This is an optimization exercise on Yosys and OpenROAD, whose aim is small area and few clock cycles, not a production implementation.
Only simulation tests tie the RTL to the original design; equivalence was not proved.
Power figures rest on the tool's default switching activity, not on a simulated workload.

==> inputs of run a <==
==> flow/design.v (excerpt) <==
module text_to_lcd_command_stream #(
	parameter int unsigned PAGE_COUNT = ttlcd_pkg::PageCountDef
) (
	input  logic       clk,
	input  logic       arst_n,
	input  logic       in_valid,
	output logic       in_ready,
	input  logic [7:0] char_code,
	output logic       out_valid,
	input  logic       out_ready,
	output logic [7:0] out_byte,
	output logic       is_data,
	output logic       last
);
export LEC_CHECK = 0
export CAP_MARGIN = 20
export CORE_MARGIN = 2
export CORE_UTILIZATION = 30
export PLACE_DENSITY = 0.5
export SETUP_SLACK_MARGIN = 0.2
export SLEW_MARGIN = 20
export SYNTH_MEMORY_MAX_BITS = 16384
create_clock -name core_clock -period 5.0 [get_ports {clk}]
standard.sh (not shown) runs the stock make flow with config.mk's settings and CLKGATE_MAP_FILE= SYNTH_SCRIPT=/design/flow/synth_recipe.tcl, a recipe that flattens the netlist after the stock synthesis.
==> flow/flow/run.sh <==
#!/bin/bash
# Layout flow: the standard layout (standard.sh) with these changes to how it is made:
#  - synthesis: ABC maps the combinational logic with flow/abc_area_map.script (choices,
#    then area-oriented mapping) in place of ORFS's abc_area.script, and Yosys's half/full
#    adder extraction is skipped (ADDER_MAP_FILE empty) so ABC optimises those gates with
#    the rest. Registers are mapped by dfflibmap before either step, exactly as in the
#    standard synthesis, and synth_recipe.tcl's flatten and renaming are kept as they are;
#  - every input and output port still gets its own buffer, a sky130_fd_sc_hd__buf_1
#    (BUFFER_PORTS_ARGS) instead of the larger cell buffer_ports picks by default.
# Each tool's output goes to ORFS's logs under orfs/logs/; make's own output to
# make_finish.log here.
set -euo pipefail
W=$(pwd)
sed -e 's#log_cmd abc {\*}$abc_args#log_cmd abc {*}[lreplace $abc_args 1 1 '"$W"'/flow/abc_area_map.script]#' \
	"$FLOW_HOME/scripts/synth.tcl" > "$W/synth_area.tcl"
grep -q 'abc_area_map.script' "$W/synth_area.tcl"
sed -e "s#\$::env(SCRIPTS_DIR)/synth.tcl#$W/synth_area.tcl#" "$W/synth_recipe.tcl" > "$W/synth_wrap.tcl"
grep -q 'synth_area.tcl' "$W/synth_wrap.tcl"
bash "$W/standard.sh" SYNTH_SCRIPT="$W/synth_wrap.tcl" ADDER_MAP_FILE= \
	BUFFER_PORTS_ARGS="-buffer_cell sky130_fd_sc_hd__buf_1" finish > "$W/make_finish.log" 2>&1
==> flow/flow/abc_area_map.script <==
strash
 dc2
 &get -n
 &syn2
 &dch -f
 &nf -R 1000
 &put
 topo
 stime -c
==> run b (differences from run a) <==
--- a/flow/config.mk
+++ b/flow/config.mk
@@ -10,4 +10,5 @@
 export CORE_UTILIZATION = 30
-export PLACE_DENSITY = 0.5
-export SETUP_SLACK_MARGIN = 0.2
+export GPL_TIMING_DRIVEN = 0
+export PLACE_DENSITY = 0.6
+export SETUP_SLACK_MARGIN = 0.1
 export SLEW_MARGIN = 20
==> comparison table <==
Reg2reg setup slack: run b 0.34 ns; run a 0.55 ns
Clock skew: run b 0.005681 ns; run a 0.01261 ns
Int Pwr: run b 0.7286 mW; run a 0.7362 mW
Register Area: run b 684.4 um^2; run a 680.7 um^2
Max-slew headroom: run b 33.91%; run a 49.14%
CP Max Fanout: run b 8; run a 7
Outcome: run b timing/DRC/antenna clean; run a timing/DRC/antenna clean
Drt first pass iters: run b 10; run a 5
Pin slew with the least headroom to its limit: run b 0.9823 ns; run a 0.7534 ns
Met3 global-route usage: run b 6.847%; run a 5.559%
Wire length of the first global-routing pass: run b 19650 um; run a 21520 um
Pin count of the biggest net entering global routing: run b 33; run a 26
Largest stage delay on the critical path: run b 0.57 ns; run a 0.61 ns
Final min period: run b 4.658 ns; run a 4.445 ns
Total power: run b 1.682 mW; run a 1.683 mW
Iter 0 DRT Violations: run b 913; run a 639
Number of buffers and inverters on the critical path: run b 1; run a 2
Combined area of the multi-input logic cells: run b 2276 um^2; run a 2230 um^2
Post-route fraction of the period consumed by the critical path: run b 93.16%; run a 88.90%
Bufs w/o clock: run b 35; run a 46
Testbench counts of run a, summed over its fixed seeds: cycles 84,008.
Testbench counts of run b, summed over its fixed seeds: cycles 84,008.

========
==> wip/onyx <==
text_to_lcd_command_stream, a different RTL version from the one above (not shown whole).
export LEC_CHECK = 0
export CAP_MARGIN = 20
export CORE_MARGIN = 2
export CORE_UTILIZATION = 30
export GPL_TIMING_DRIVEN = 0
export PLACE_DENSITY = 0.5
export SLEW_MARGIN = 20
export SYNTH_MEMORY_MAX_BITS = 16384
create_clock -name core_clock -period 5.0 [get_ports {clk}]
==> flow/flow/abc_area_map.script <==
strash
 dc2
 &get -n
 &dch -f
 &nf -D 3000 -R 1000
 &put
 topo
 stime -c
Scripts as last shown in full above: flow/flow/run.sh
==> wip/sierra: changes against wip/onyx <==
==> flow/flow/abc_area_map.script (replaced) <==
strash
 dc2
 &get -n
 &dch -f
 &nf -R 1000
 &put
 topo
 stime -c
 upsize -D 2000
 dnsize -D 2000
Settings changed: CORE_UTILIZATION 30 to 35, PLACE_DENSITY 0.5 to 0.65.
==> wip/raven: changes against wip/onyx <==
==> flow/flow/abc_area_map.script (replaced) <==
strash
 &get -n
 &dch -f
 &nf -D 3000 -R 1000
 &put
 topo
 stime -c
==> qor summary <==
Highest fanout seen on the critical path: wip/sierra 15; wip/onyx 6; wip/raven 8
Core area: wip/sierra 8299 um^2; wip/onyx 9594 um^2; wip/raven 9284 um^2
Average instance area after synthesis: wip/sierra 6.910 um^2; wip/onyx 6.664 um^2; wip/raven 6.796 um^2
Result of the run: wip/sierra finished with violations; wip/onyx finished clean; wip/raven finished clean
Reasons for failing layout checks: wip/sierra negative setup slack; wip/onyx -; wip/raven -
Source of the worst register-to-register timing path: wip/sierra code_q[6]; wip/onyx grp_q[3]; wip/raven grp_q[1]
Crit path required time: wip/sierra 5.14 ns; wip/onyx 5.14 ns; wip/raven 5.20 ns
GRT Total Usage: wip/sierra 0.3197; wip/onyx 0.2813; wip/raven 0.2785
Post-CTS Setup Inserts: wip/sierra 10; wip/onyx 9; wip/raven 18
Clock distribution area overhead in the final layout: wip/sierra 0.01266; wip/onyx 0.01282; wip/raven 0.01225
Wire length of the first global-routing pass: wip/sierra 23.31 mm; wip/onyx 22.13 mm; wip/raven 21.97 mm
Share of layout cells above drive strength 1: wip/sierra 0.1227; wip/onyx 0.1063; wip/raven 0.1694
Area share of the leading cell type in the synthesized netlist: wip/sierra 0.08268; wip/onyx 0.09130; wip/raven 0.08684
Number of inverters outside the clock class in the layout: wip/sierra 8; wip/onyx 8; wip/raven 3
Combinational share of power: wip/sierra 0.715; wip/onyx 0.709; wip/raven 0.733
Testbench counts of wip/onyx, summed over its fixed seeds: cycles 84,008.
Testbench counts of wip/sierra, summed over its fixed seeds: cycles 84,008.
Testbench counts of wip/raven, summed over its fixed seeds: cycles 84,008.

========
==> inputs of job 4297 <==
text_to_lcd_command_stream, a different RTL version from the one above (not shown whole).
export LEC_CHECK = 0
export CAP_MARGIN = 20
export CORE_MARGIN = 2
export CORE_UTILIZATION = 30
export CTS_CLUSTER_DIAMETER = 200
export CTS_CLUSTER_SIZE = 30
export GPL_TIMING_DRIVEN = 0
export PLACE_DENSITY = 0.5
export SETUP_SLACK_MARGIN = 0.2
export SLEW_MARGIN = 20
export SYNTH_MEMORY_MAX_BITS = 16384
create_clock -name core_clock -period 5.0 [get_ports {clk}]
==> flow/flow/abc_area_map.script <==
strash
 dc2
 &get -n
 &syn2
 &dch -f
 &nf -R 1000
 &put
 topo
 stime -c
Scripts as last shown in full above: flow/flow/run.sh
==> job 3441: changes against job 4297 <==
==> flow/flow/abc_area_map.script (replaced) <==
strash
 &get -n
 &dch -f
 &nf -D 3000 -R 1000
 &put
 topo
 stime -c
Settings changed: CTS_CLUSTER_DIAMETER 200 to default, CTS_CLUSTER_SIZE 30 to default, PLACE_DENSITY 0.5 to 0.55, SETUP_SLACK_MARGIN 0.2 to 0.3.
==> job 3563: changes against job 4297 <==
==> flow/flow/abc_area_map.script (replaced) <==
strash
 dc2
 &get -n
 &dch -f
 &nf -D 3000 -R 1000
 &put
 topo
 stime -c
Settings changed: CTS_CLUSTER_DIAMETER 200 to default, CTS_CLUSTER_SIZE 30 to default.
==> comparison <==
- The lowest via count belongs to job 3563, the highest to job 4297.
- Of job 3441 and job 3563, job 3441 has the higher sequential share of layout area (gap 0.22 points).
- The lowest global-route usage belongs to job 3563, the highest to job 4297.
- The highest fmax belongs to job 4297, the lowest to job 3441.
- Design area, highest first: job 4297, job 3563, job 3441.
- In job 4297 the worst hold slack is lower than in job 3441, by 0.0018 ns.
- First-iteration DRC count: job 3563 < job 4297 < job 3441.
- Setup slack, highest first: job 4297, job 3563, job 3441.
- Between job 3563 and job 3441, the lower wire length is in job 3441 (gap about 0.54%, measured against job 3441).
Testbench counts of job 4297, summed over its fixed seeds: cycles 84,008.
Testbench counts of job 3441, summed over its fixed seeds: cycles 84,008.
Testbench counts of job 3563, summed over its fixed seeds: cycles 84,008.

-- static timing again, ports no longer ideal --
Ports are ideal in the flow. The routed layouts listed here were re-timed in OpenROAD.
Step 1: set_driving_cell puts a clkbuf_16 on clk and a buf_2 on each other input, an assumption about the parent block.
Step 2 times the ports against the registers' clock, not the clock port: input delays grow and output delays shrink by t, the midpoint of the rising clock arrivals with the driver on.
Three values: ideal ports, drivers, drivers and shift; two values: the first two.
run | t (ns) | slack for setup (ns) | worst setup path after step 2 | worst data-port slew with drivers (ns)
run a | 0.296 | 0.555 / 0.555 / 0.555 | register to register | 0.03
run b | 0.302 | 0.342 / 0.342 / 0.342 | register to register | 0.03
wip/onyx | 0.290 | 0.160 / 0.160 / 0.160 | register to register | 0.03
wip/sierra | 0.299 | -0.080 / -0.080 / -0.080 | register to register | 0.04
wip/raven | 0.296 | 0.135 / 0.135 / 0.135 | register to register | 0.04
job 4297 | 0.292 | 0.453 / 0.453 / 0.453 | register to register | 0.03
job 3441 | 0.290 | 0.328 / 0.328 / 0.328 | register to register | 0.03
job 3563 | 0.292 | 0.423 / 0.423 / 0.423 | register to register | 0.04
